Context: an optimization exercise on an open-source flow, tuned for small area, a short achievable clock period and few clock cycles. The choices shown serve that exercise and are no tape-out recipe. No run shown here included a check of the RTL's function; only the layout flow was run. Power is estimated from default activity; no workload was simulated.

==> flow/design.v (outline; a module is shown in full before it is edited, if it fits) <==
// module requant_argmax_pipe: 1565 lines
module requant_argmax_pipe #(
  parameter int ACC_W       = 25,
  parameter int OUT_W       = 8,
  parameter int MULT_W      = 16,
  parameter int SHIFT_W     = 5,
  parameter int NUM_CLASSES = 10,
  parameter int IDX_W       = $clog2(NUM_CLASSES)
) (
  input  logic                     clk,
  input  logic                     rst_n,
  input  logic                     cfg_load,
  input  logic signed [ACC_W-1:0]  cfg_bias,
  input  logic        [MULT_W-1:0] cfg_mult,
  input  logic       [SHIFT_W-1:0] cfg_shift,
  input  logic                     cfg_round,
  input  logic signed [OUT_W-1:0]  cfg_offset,
  input  logic signed [OUT_W-1:0]  cfg_min,
  input  logic signed [OUT_W-1:0]  cfg_max,
  output logic                     busy,
  input  logic                     in_valid,
  output logic                     in_ready,
  input  logic signed [ACC_W-1:0]  in_data,
  input  logic                     in_last,
  output logic                     out_valid,
  input  logic                     out_ready,
  output logic signed [OUT_W-1:0]  out_data,
  output logic                     out_last,
  output logic                     argmax_valid,
  output logic        [IDX_W-1:0]  argmax_idx,
  output logic signed [OUT_W-1:0]  argmax_val
);
  // ...
==> flow/flow/run.sh <==
#!/bin/bash
# The standard ORFS layout (standard.sh), with two changes to how it is
# made: repair_timing aims for 8.5 ns of setup slack at the design's clock
# period, and the port buffers are buf_2.
set -euo pipefail
bash standard.sh SETUP_SLACK_MARGIN=8.5 "BUFFER_PORTS_ARGS=-buffer_cell sky130_fd_sc_hd__buf_2" finish > standard_flow.log 2>&1
==> flow/standard.sh <==
#!/bin/bash
# synth_recipe.tcl (not shown) runs the flow's synth.tcl, then flattens the netlist and writes it again
# the make line also repeats each setting of config.mk as NAME=value (left out here)
make -C /OpenROAD-flow-scripts/flow DESIGN_CONFIG=/design/flow/config.mk WORK_HOME=/design/flow/orfs CLKGATE_MAP_FILE= SYNTH_SCRIPT=/design/flow/synth_recipe.tcl "${@:-finish}"
==> flow/config.mk <==
export PLATFORM = sky130hd
export DESIGN_NAME = requant_argmax_pipe
export DESIGN_NICKNAME = requant_argmax_pipe
export VERILOG_FILES = /design/flow/design.v
export SDC_FILE = /design/flow/constraint.sdc
export NUM_CORES = 4
export LEC_CHECK = 0
export ABC_AREA = 1
export CAP_MARGIN = 20
export CORE_MARGIN = 2
export CORE_UTILIZATION = 40
export CTS_BUF_LIST = sky130_fd_sc_hd__clkbuf_16
export CTS_CLUSTER_DIAMETER = 100
export CTS_CLUSTER_SIZE = 30
export SLEW_MARGIN = 20
==> flow/constraint.sdc <==
create_clock -name core_clock -period 12.0 [get_ports {clk}]
set_input_delay 2.4000 -clock core_clock [delete_from_list [all_inputs] [get_ports {clk}]]
set_output_delay 2.4000 -clock core_clock [all_outputs]
set_load 0.01 [all_outputs]
==> results.txt, run 1 <==
Status -> complete, no violations
Nets -> 3,824
Register area -> 8000 um^2
Yosys reg bits -> 369
Layout clock area frac -> 0.0220
Setup WS pre-CTS -> 7.07 ns
Initial Utilization -> 0.403
GRT busiest layer -> met2
Final wirelength -> 79,200 um
Tap cells -> 864
CTS root buf -> clkbuf_16
Met1 Usage GRT -> 0.318
Net Sw Frac -> 0.487
P_clk -> 798 uW
DR top layer -> met5
Worst hold start -> ld_q$_DFF_P_
Fillers -> 6,494
Top post-synthesis cells by area -> dfxtp_1 (24%), fa_1 (14%), nand2_1 (8.4%), ha_1 (8.2%), xor2_1 (8.0%)
Antenna Cells -> 1
Routability Congestion -> 0.935
Worst-case clock skew -> 0.0326 ns
Sequential cell count -> 369
Fin cells -> 4,233
Seq group -> 1.84 mW
Routed Antenna Nets -> 0
Leading cell kind -> multi-input combinational cells
Vias per cell -> 5.28
==> inputs of run 2 (changes only) <==
--- a/flow/design.v
+++ b/flow/design.v
@@ -111,55 +111,81 @@
   logic sad_G10; assign sad_G10 = sad_g0[19] | (sad_p0[19] & sad_g0[18]);
   logic sad_P10; assign sad_P10 = sad_p0[19] & sad_p0[18];
   logic sad_G11; assign sad_G11 = sad_g0[21] | (sad_p0[21] & sad_g0[20]);
   logic sad_P11; assign sad_P11 = sad_p0[21] & sad_p0[20];
   logic sad_G12; assign sad_G12 = sad_g0[23] | (sad_p0[23] & sad_g0[22]);
   logic sad_P12; assign sad_P12 = sad_p0[23] & sad_p0[22];
   logic sad_G13; assign sad_G13 = sad_g0[25] | (sad_p0[25] & sad_g0[24]);
   logic sad_P13; assign sad_P13 = sad_p0[25] & sad_p0[24];
-  logic sad_G14; assign sad_G14 = sad_G2 | (sad_P2 & sad_G1);
-  logic sad_G15; assign sad_G15 = sad_G4 | (sad_P4 & sad_G3);
-  logic sad_P15; assign sad_P15 = sad_P4 & sad_P3;
-  logic sad_G16; assign sad_G16 = sad_G6 | (sad_P6 & sad_G5);
-  logic sad_P16; assign sad_P16 = sad_P6 & sad_P5;
-  logic sad_G17; assign sad_G17 = sad_G8 | (sad_P8 & sad_G7);
-  logic sad_P17; assign sad_P17 = sad_P8 & sad_P7;
-  logic sad_G18; assign sad_G18 = sad_G10 | (sad_P10 & sad_G9);
-  logic sad_P18; assign sad_P18 = sad_P10 & sad_P9;
-  logic sad_G19; assign sad_G19 = sad_G12 | (sad_P12 & sad_G11);
-  logic sad_P19; assign sad_P19 = sad_P12 & sad_P11;
-  logic sad_G20; assign sad_G20 = sad_G15 | (sad_P15 & sad_G14);
-  logic sad_G21; assign sad_G21 = sad_G17 | (sad_P17 & sad_G16);
-  logic sad_P21; assign sad_P21 = sad_P17 & sad_P16;
-  logic sad_G22; assign sad_G22 = sad_G19 | (sad_P19 & sad_G18);
-  logic sad_P22; assign sad_P22 = sad_P19 & sad_P18;
-  logic sad_G23; assign sad_G23 = sad_G21 | (sad_P21 & sad_G20);
-  logic sad_G24; assign sad_G24 = sad_G22 | (sad_P22 & sad_G23);
-  logic sad_G25; assign sad_G25 = sad_G16 | (sad_P16 & sad_G20);
-  logic sad_G26; assign sad_G26 = sad_G18 | (sad_P18 & sad_G23);
-  logic sad_G27; assign sad_G27 = sad_G3 | (sad_P3 & sad_G14);
-  logic sad_G28; assign sad_G28 = sad_G5 | (sad_P5 & sad_G20);
-  logic sad_G29; assign sad_G29 = sad_G7 | (sad_P7 & sad_G25);
-  logic sad_G30; assign sad_G30 = sad_G9 | (sad_P9 & sad_G23);
-  logic sad_G31; assign sad_G31 = sad_G11 | (sad_P11 & sad_G26);
-  logic sad_G32; assign sad_G32 = sad_G13 | (sad_P13 & sad_G24);
-  logic sad_G33; assign sad_G33 = sad_g0[2] | (sad_p0[2] & sad_G1);
-  logic sad_G34; assign sad_G34 = sad_g0[4] | (sad_p0[4] & sad_G14);
-  logic sad_G35; assign sad_G35 = sad_g0[6] | (sad_p0[6] & sad_G27);
-  logic sad_G36; assign sad_G36 = sad_g0[8] | (sad_p0[8] & sad_G20);
-  logic sad_G37; assign sad_G37 = sad_g0[10] | (sad_p0[10] & sad_G28);
-  logic sad_G38; assign sad_G38 = sad_g0[12] | (sad_p0[12] & sad_G25);
-  logic sad_G39; assign sad_G39 = sad_g0[14] | (sad_p0[14] & sad_G29);
-  logic sad_G40; assign sad_G40 = sad_g0[16] | (sad_p0[16] & sad_G23);
-  logic sad_G41; assign sad_G41 = sad_g0[18] | (sad_p0[18] & sad_G30);
-  logic sad_G42; assign sad_G42 = sad_g0[20] | (sad_p0[20] & sad_G26);
-  logic sad_G43; assign sad_G43 = sad_g0[22] | (sad_p0[22] & sad_G31);
-  logic sad_G44; assign sad_G44 = sad_g0[24] | (sad_p0[24] & sad_G24);
-  assign s_sum = {(sad_p0[25] ^ sad_G44), (sad_p0[24] ^ sad_G24), (sad_p0[23] ^ sad_G43), (sad_p0[22] ^ sad_G31), (sad_p0[21] ^ sad_G42), (sad_p0[20] ^ sad_G26), (sad_p0[19] ^ sad_G41), (sad_p0[18] ^ sad_G30), (sad_p0[17] ^ sad_G40), (sad_p0[16] ^ sad_G23), (sad_p0[15] ^ sad_G39), (sad_p0[14] ^ sad_G29), (sad_p0[13] ^ sad_G38), (sad_p0[12] ^ sad_G25), (sad_p0[11] ^ sad_G37), (sad_p0[10] ^ sad_G28), (sad_p0[9] ^ sad_G36), (sad_p0[8] ^ sad_G20), (sad_p0[7] ^ sad_G35), (sad_p0[6] ^ sad_G27), (sad_p0[5] ^ sad_G34), (sad_p0[4] ^ sad_G14), (sad_p0[3] ^ sad_G33), (sad_p0[2] ^ sad_G1), (sad_p0[1] ^ sad_g0[0]), (sad_p0[0])};
+  logic sad_G14; assign sad_G14 = sad_g0[2] | (sad_p0[2] & sad_G1);
+  logic sad_G15; assign sad_G15 = sad_G2 | (sad_P2 & sad_G1);
+  logic sad_G16; assign sad_G16 = sad_g0[6] | (sad_p0[6] & sad_G3);
+  logic sad_P16; assign sad_P16 = sad_p0[6] & sad_P3;
+  logic sad_G17; assign sad_G17 = sad_G4 | (sad_P4 & sad_G3);
+  logic sad_P17; assign sad_P17 = sad_P4 & sad_P3;
+  logic sad_G18; assign sad_G18 = sad_g0[10] | (sad_p0[10] & sad_G5);
+  logic sad_P18; assign sad_P18 = sad_p0[10] & sad_P5;
+  logic sad_G19; assign sad_G19 = sad_G6 | (sad_P6 & sad_G5);
+  logic sad_P19; assign sad_P19 = sad_P6 & sad_P5;
+  logic sad_G20; assign sad_G20 = sad_g0[14] | (sad_p0[14] & sad_G7);
+  logic sad_P20; assign sad_P20 = sad_p0[14] & sad_P7;
+  logic sad_G21; assign sad_G21 = sad_G8 | (sad_P8 & sad_G7);
+  logic sad_P21; assign sad_P21 = sad_P8 & sad_P7;
+  logic sad_G22; assign sad_G22 = sad_g0[18] | (sad_p0[18] & sad_G9);
+  logic sad_P22; assign sad_P22 = sad_p0[18] & sad_P9;
+  logic sad_G23; assign sad_G23 = sad_G10 | (sad_P10 & sad_G9);
+  logic sad_P23; assign sad_P23 = sad_P10 & sad_P9;
+  logic sad_G24; assign sad_G24 = sad_g0[22] | (sad_p0[22] & sad_G11);
+  logic sad_P24; assign sad_P24 = sad_p0[22] & sad_P11;
+  logic sad_G25; assign sad_G25 = sad_G12 | (sad_P12 & sad_G11);
+  logic sad_P25; assign sad_P25 = sad_P12 & sad_P11;
+  logic sad_G26; assign sad_G26 = sad_g0[4] | (sad_p0[4] & sad_G15);
+  logic sad_G27; assign sad_G27 = sad_G3 | (sad_P3 & sad_G15);
+  logic sad_G28; assign sad_G28 = sad_G16 | (sad_P16 & sad_G15);
+  logic sad_G29; assign sad_G29 = sad_G17 | (sad_P17 & sad_G15);
+  logic sad_G30; assign sad_G30 = sad_g0[12] | (sad_p0[12] & sad_G19);
+  logic sad_P30; assign sad_P30 = sad_p0[12] & sad_P19;
+  logic sad_G31; assign sad_G31 = sad_G7 | (sad_P7 & sad_G19);
+  logic sad_P31; assign sad_P31 = sad_P7 & sad_P19;
+  logic sad_G32; assign sad_G32 = sad_G20 | (sad_P20 & sad_G19);
+  logic sad_P32; assign sad_P32 = sad_P20 & sad_P19;
+  logic sad_G33; assign sad_G33 = sad_G21 | (sad_P21 & sad_G19);
+  logic sad_P33; assign sad_P33 = sad_P21 & sad_P19;
+  logic sad_G34; assign sad_G34 = sad_g0[20] | (sad_p0[20] & sad_G23);
+  logic sad_P34; assign sad_P34 = sad_p0[20] & sad_P23;
+  logic sad_G35; assign sad_G35 = sad_G11 | (sad_P11 & sad_G23);
+  logic sad_P35; assign sad_P35 = sad_P11 & sad_P23;
+  logic sad_G36; assign sad_G36 = sad_G24 | (sad_P24 & sad_G23);
+  logic sad_P36; assign sad_P36 = sad_P24 & sad_P23;
+  logic sad_G37; assign sad_G37 = sad_G25 | (sad_P25 & sad_G23);
+  logic sad_P37; assign sad_P37 = sad_P25 & sad_P23;
+  logic sad_G38; assign sad_G38 = sad_g0[8] | (sad_p0[8] & sad_G29);
+  logic sad_G39; assign sad_G39 = sad_G5 | (sad_P5 & sad_G29);
+  logic sad_G40; assign sad_G40 = sad_G18 | (sad_P18 & sad_G29);
+  logic sad_G41; assign sad_G41 = sad_G19 | (sad_P19 & sad_G29);
+  logic sad_G42; assign sad_G42 = sad_G30 | (sad_P30 & sad_G29);
+  logic sad_G43; assign sad_G43 = sad_G31 | (sad_P31 & sad_G29);
+  logic sad_G44; assign sad_G44 = sad_G32 | (sad_P32 & sad_G29);
+  logic sad_G45; assign sad_G45 = sad_G33 | (sad_P33 & sad_G29);
+  logic sad_G46; assign sad_G46 = sad_g0[24] | (sad_p0[24] & sad_G37);
+  logic sad_P46; assign sad_P46 = sad_p0[24] & sad_P37;
+  logic sad_G47; assign sad_G47 = sad_G13 | (sad_P13 & sad_G37);
+  logic sad_P47; assign sad_P47 = sad_P13 & sad_P37;
+  logic sad_G48; assign sad_G48 = sad_g0[16] | (sad_p0[16] & sad_G45);
+  logic sad_G49; assign sad_G49 = sad_G9 | (sad_P9 & sad_G45);
+  logic sad_G50; assign sad_G50 = sad_G22 | (sad_P22 & sad_G45);
+  logic sad_G51; assign sad_G51 = sad_G23 | (sad_P23 & sad_G45);
+  logic sad_G52; assign sad_G52 = sad_G34 | (sad_P34 & sad_G45);
+  logic sad_G53; assign sad_G53 = sad_G35 | (sad_P35 & sad_G45);
+  logic sad_G54; assign sad_G54 = sad_G36 | (sad_P36 & sad_G45);
+  logic sad_G55; assign sad_G55 = sad_G37 | (sad_P37 & sad_G45);
+  logic sad_G56; assign sad_G56 = sad_G46 | (sad_P46 & sad_G45);
+  logic sad_G57; assign sad_G57 = sad_G47 | (sad_P47 & sad_G45);
+  assign s_sum = {(sad_p0[25] ^ sad_G56), (sad_p0[24] ^ sad_G55), (sad_p0[23] ^ sad_G54), (sad_p0[22] ^ sad_G53), (sad_p0[21] ^ sad_G52), (sad_p0[20] ^ sad_G51), (sad_p0[19] ^ sad_G50), (sad_p0[18] ^ sad_G49), (sad_p0[17] ^ sad_G48), (sad_p0[16] ^ sad_G45), (sad_p0[15] ^ sad_G44), (sad_p0[14] ^ sad_G43), (sad_p0[13] ^ sad_G42), (sad_p0[12] ^ sad_G41), (sad_p0[11] ^ sad_G40), (sad_p0[10] ^ sad_G39), (sad_p0[9] ^ sad_G38), (sad_p0[8] ^ sad_G29), (sad_p0[7] ^ sad_G28), (sad_p0[6] ^ sad_G27), (sad_p0[5] ^ sad_G26), (sad_p0[4] ^ sad_G15), (sad_p0[3] ^ sad_G14), (sad_p0[2] ^ sad_G1), (sad_p0[1] ^ sad_g0[0]), (sad_p0[0])};
   logic signed [25:0] s;
   logic        [41:0] pa, pb;
   logic        [8:0]  mul_one;
   logic        [7:0]  mul_two, mul_neg;
   assign s = s_q;
   assign mul_one = bone_q;
   assign mul_two = btwo_q;
   assign mul_neg = bneg_q;
@@ -1239,17 +1265,17 @@
   assign pb = {mul_w390, mul_w388, mul_w386, mul_w384, mul_w382, mul_w380, mul_w378, mul_w376, mul_w374, mul_w372, mul_w370, mul_w368, mul_w366, mul_w364, mul_w362, mul_w360, mul_w358, mul_w356, mul_w354, mul_w352, mul_w350, mul_w348, mul_w346, mul_w344, mul_w342, mul_w340, mul_w338, mul_w336, mul_w334, mul_w332, mul_w330, mul_w328, mul_w326, mul_w324, mul_w322, mul_w320, mul_w318, mul_w316, mul_w314, mul_neg1, 1'b0, mul_neg0};
   logic signed [41:0] p;
   logic        [41:0] x0;
   logic        [25:0] x1;
   logic        [17:0] x2;
   logic        [13:0] x3;
   logic        [11:0] x4;
   logic        [10:0] x5;
-  logic        [31:0] dif, msk;
+  logic        [32:0] msk;
   logic               sg, fits_d;
   logic [41:0] cpa_g0, cpa_p0;
   assign cpa_g0 = pa_q & pb_q;
   assign cpa_p0 = pa_q ^ pb_q;
   logic cpa_G1; assign cpa_G1 = cpa_g0[1] | (cpa_p0[1] & cpa_g0[0]);
   logic cpa_G2; assign cpa_G2 = cpa_g0[3] | (cpa_p0[3] & cpa_g0[2]);
   logic cpa_P2; assign cpa_P2 = cpa_p0[3] & cpa_p0[2];
   logic cpa_G3; assign cpa_G3 = cpa_g0[5] | (cpa_p0[5] & cpa_g0[4]);
@@ -1422,19 +1448,18 @@
   always_comb begin
     sg     = p[41];
     x0     = {p[40:0], 1'b0};
     x1     = shift_q[4] ? x0[41:16] : x0[25:0];
     x2     = shift_q[3] ? x1[25:8] : x1[17:0];
     x3     = shift_q[2] ? x2[17:4] : x2[13:0];
     x4     = shift_q[1] ? x3[13:2] : x3[11:0];
     x5     = shift_q[0] ? x4[11:1] : x4[10:0];
-    dif    = p[40:9] ^ {32{sg}};
-    for (int j = 0; j < 32; j++) msk[j] = (5'(j) >= shift_q);
-    fits_d = ~|(dif & msk);
+    for (int j = 0; j < 33; j++) msk[j] = (6'(j) >= {1'b0, shift_q});
+    fits_d = (&(p[41:9] | ~msk)) || !(|(p[41:9] & msk));
   end
   logic signed [11:0] kx, hi_d, lo_d, hi_q, lo_q;
   logic               mm_q;
   logic        [8:0]  t9;
   logic               gt, lt, selmax, selmin;
   logic signed [7:0]  res;
   always_comb begin
     kx     = $signed({{3{offset_q[7]}}, offset_q, rc_q});
==> flow/config.mk (replaced) <==
export PLATFORM = sky130hd
export DESIGN_NAME = requant_argmax_pipe
export DESIGN_NICKNAME = requant_argmax_pipe
export VERILOG_FILES = /design/flow/design.v
export SDC_FILE = /design/flow/constraint.sdc
export NUM_CORES = 4
export LEC_CHECK = 0
export CAP_MARGIN = 20
export CORE_MARGIN = 2
export CORE_UTILIZATION = 40
export CTS_CLUSTER_DIAMETER = 80
export CTS_CLUSTER_SIZE = 25
export SLEW_MARGIN = 20
==> run 2 against run 1 <==
Effect of this change:
- critical endpoint is now fits_q$_DFF_P_
- global-route usage increased by 0.32 points
- non-clock buffer count decreased by 24
- setup slack got worse by 1.3 ns
- clock power increased by 18%
- largest power group unchanged
- core utilization increased by 0.28 points
- synthesized cell count decreased by 11%
- sequential power about the same
- final cell count decreased by 11%
- still clean on timing, DRC and antenna
==> results.txt, run 2 <==
Slew headroom -> 0.336
IO buf count -> 126
Area of the core -> 65,900 um^2
Setup WS pre-CTS -> 6.88 ns (-0.190 ns)
FFs w/ async S/R, synth -> 0
Synth Flop Type -> dfxtp_1
Final Power -> 6.85 mW
Yosys reg bits -> 369 (unchanged)
R2R setup slack -> 7.23 ns
# DRC -> 0
Ys Warns -> 2
Reg-to-reg critical path endpoint -> fits_q$_DFF_P_
Fmax -> 210 MHz
Largest net degree at the start of global routing -> 88
Initial Utilization -> 0.404 (+0.000856)
Post-synth EDFFs -> 54
P per Cell Area -> 229 nW/um^2
Clock sinks -> 369
Hpwl dp -> 56,500 um
Syn Nets -> 3,342
Class of the worst hold path -> reg -> reg
Count leader, synth -> dfxtp_1
Tot GR Track Use -> 0.229
Area growth from synthesis to layout -> 12.5%
Distinct cell type count after synthesis -> 91
Fillers -> 6,260 (-3.6%)
Top post-synthesis cells by area -> dfxtp_1 (24%), fa_1 (14%), ha_1 (8.2%), a22oi_1 (7.2%), edfxtp_1 (6.1%)
Pre-antenna DRT Iters -> 5
CTS root buf -> clkbuf_16
Final hold viol count -> 0
Worst-skew pair later-pin latency -> 0.59 ns
Worst-case clock skew -> 0.0224 ns (-0.0102 ns)
RSZ-0062 raised after global routing -> yes
Vias per cell -> 5.75 (+8.8%)
Largest Register -> mem_q
Critical path startpoint -> pa_q[25]$_DFF_P_
Final TNS setup -> 0 ns
First-pass GRT wire length -> 125,000 um
CTS max path bufs -> 3
Die height -> 262 um
Share of the synthesized area in the top cell type -> 0.237
Routability Congestion -> 0.970 (+3.7%)
Area leader, netlist -> dfxtp_1
Initial antenna violation count -> 1
Final Critical Period -> 4.77 ns
Max reg flops -> 54
Final Max Tran Viols -> 0
Mapped Cells -> 2,882
GR Overflow Total -> 0
CTS tree -> built
CP endpoint kind -> flop
Register area -> 8040 um^2 (+0.42%)
Routed Antenna Nets -> 0 (unchanged)
Fin worst setup slack -> 7.23 ns
Commonest cells in the netlist -> dfxtp_1 (315), inv_1 (267), a22oi_1 (257)
Worst Reg2Reg Path Length in Cells -> 18
Level count of the clock H-tree -> 1
WS Path Type -> reg -> reg
Multi-input gate area -> 17,500 um^2
FF-to-FF Start -> pa_q[25]$_DFF_P_
Via Count -> 21,704
Setup violations, final -> 0
Worst EP required -> 12.49 ns
Syn_area_per_cell -> 9.24 um^2
Pleak -> 12.4 nW
Routed len/inst -> 20.9 um
DR iter-0 viols -> 2,344
Commonest non-fill, non-tap cell in the layout -> dfxtp_1
Post-Syn Area -> 26,600 um^2
Top Registers -> mem_q x54, pa_q x42, pb_q x41
Cts-stage hold buffer count -> 0
VDD IR-drop max -> 0.126 mV
Worst setup SP type -> flop
Core Rows -> 94
Final Cycle Share -> 0.397
Max Cap Viol -> 0
Number of global-route vias before repair -> 22,366
Die X -> 262 um
CP Capture Point -> fits_q$_DFF_P_
Most frequent cells in the layout -> dfxtp_1 (263), inv_1 (261), a22oi_1 (256), nand2_1 (229), fa_1 (180)
WP data arrival -> 5.25 ns
CP max FO -> 4
Post-Route Hold Slack -> 0.334 ns
Worst-path clk slew -> 0.09 ns
Status -> complete, no violations
Worst-margin pin slew -> 0.996 ns
Nets -> 3,354 (-12%)
Total CTS buffers -> 24
Share of cells above drive strength 1 -> 0.147
DIE AREA -> 68,600 um^2
Final wirelength -> 79,000 um (-0.20%)
Seq/Total Area, Yosys -> 0.298
Ports -> 127
## run 2: stage by stage
step           cells  area, um^2  utilization
2_1_floorplan   2882       26800            -
3_3_place_gp    3693       27900        0.424
3_5_place_dp    3693       27900        0.424
4_1_cts         3759       29400        0.446
5_1_grt         3775       30000        0.455
6_report        3776       30000        0.455
## run 2: worst min path at each step
stage,end,cells past startpoint,startpoint,slack (ns)
2_1_floorplan,ls_q$_DFF_P_,0,ld_q$_DFF_P_,0.31
3_3_place_gp,lu_q$_DFF_P_,0,lt_q$_DFF_P_,0.32
3_5_place_dp,lu_q$_DFF_P_,0,lt_q$_DFF_P_,0.31
4_1_cts,lu_q$_DFF_P_,0,lt_q$_DFF_P_,0.34
5_1_grt,lt_q$_DFF_P_,0,ls_q$_DFF_P_,0.35
6_report,lu_q$_DFF_P_,0,lt_q$_DFF_P_,0.33
## run 2: final cells by class
class | count | share of cell area
Clock inverter | 16 | 0.00735
Timing Repair Buffer | 197 | 0.0478
Multi-Input combinational cell | 2034 | 0.584
Tap cell | 864 | 0.0361
Inverter | 268 | 0.0340
Clock buffer | 27 | 0.0222
Antenna cell | 1 | 0.0000835
Sequential cell | 369 | 0.268
## run 2: cell families (layout without fill, tap and decap cells)
| family | Yosys count | after routing | synth area share |
|---|---|---|---|
| fa+ha+maj | 358 | 358 | 0.220 |
| other cells | 0 | 1 | 0 |
| buf+inv | 479 | 508 | 0.0681 |
| simple gates | 596 | 596 | 0.104 |
| xor+xnor | 282 | 282 | 0.0928 |
| mux | 62 | 62 | 0.0259 |
| flops | 369 | 369 | 0.298 |
| compound gates | 736 | 736 | 0.192 |
## run 2: timing repair
item,in CTS,in global routing
setup endpoints to repair,188,104
gates resized for setup,122,97
setup buffers,23,14
gates cloned,0,2
pin swaps,16,14
hold endpoints to repair,0,0
## run 2: power by group
part / switching (mW) / internal (mW)
clock: 0.494 / 0.450
sequential: 0.269 / 1.57
combinational: 2.28 / 1.78
## run 2: critical path, cell delays in order, from the launching register on
cell,delay [ns]
dfxtp_2,0.34
ha_4,0.24
a211oi_2,0.20
nor2_1,0.08
o41a_1,0.46
a221o_1,0.37
or2_4,0.26
fa_2,0.40
xor2_4,0.20
o211ai_1,0.14
a211oi_2,0.21
o311ai_1,0.12
nor4_1,0.33
and4_1,0.23
nand4_1,0.10
or4_1,0.44
nor4_2,0.23
nand3_1,0.11
o32ai_1,0.22
## run 2: layer usage
layer | vias to the layer above | part of all wire | track usage
li1 | 9974 | - | -
met3 | 183 | 0.066 | 0.0294
met2 | 877 | 0.47 | 0.391
met5 | - | 0 | 0
met4 | 0 | 0.030 | 0.0780
met1 | 10670 | 0.43 | 0.298

## static timing again, ports no longer ideal
The flow's constraints put no driver on any port. The routed layouts listed below were extracted and timed again, unchanged, in two steps. Step 1 assumes that a clkbuf_16 drives the clock port and a buf_2 every other input. Step 2 adds t to the input delays and takes it off the output delays; t is the mean of the earliest and latest rising clock arrival at the registers after step 1. Input paths then give back, and output paths get back, about the clock's delay inside the block. a / b / c = ideal / step 1 / step 2; a / b = the first two.
| run | t, ns | setup slack, ns | clock arrival spread, ns | cell pins on the clock port's net |
|---|---|---|---|---|
| run 1 | 0.625 | 8.522 / 8.456 / 8.090 | 0.034 / 0.033 | 1 |
| run 2 | 0.634 | 7.231 / 7.231 / 7.231 | 0.024 / 0.024 | 1 |
After both steps every run listed still meets setup and hold. For run 1, which loses most, drivers alone change the setup slack by -0.066 ns; drivers and shift together by -0.432 ns.
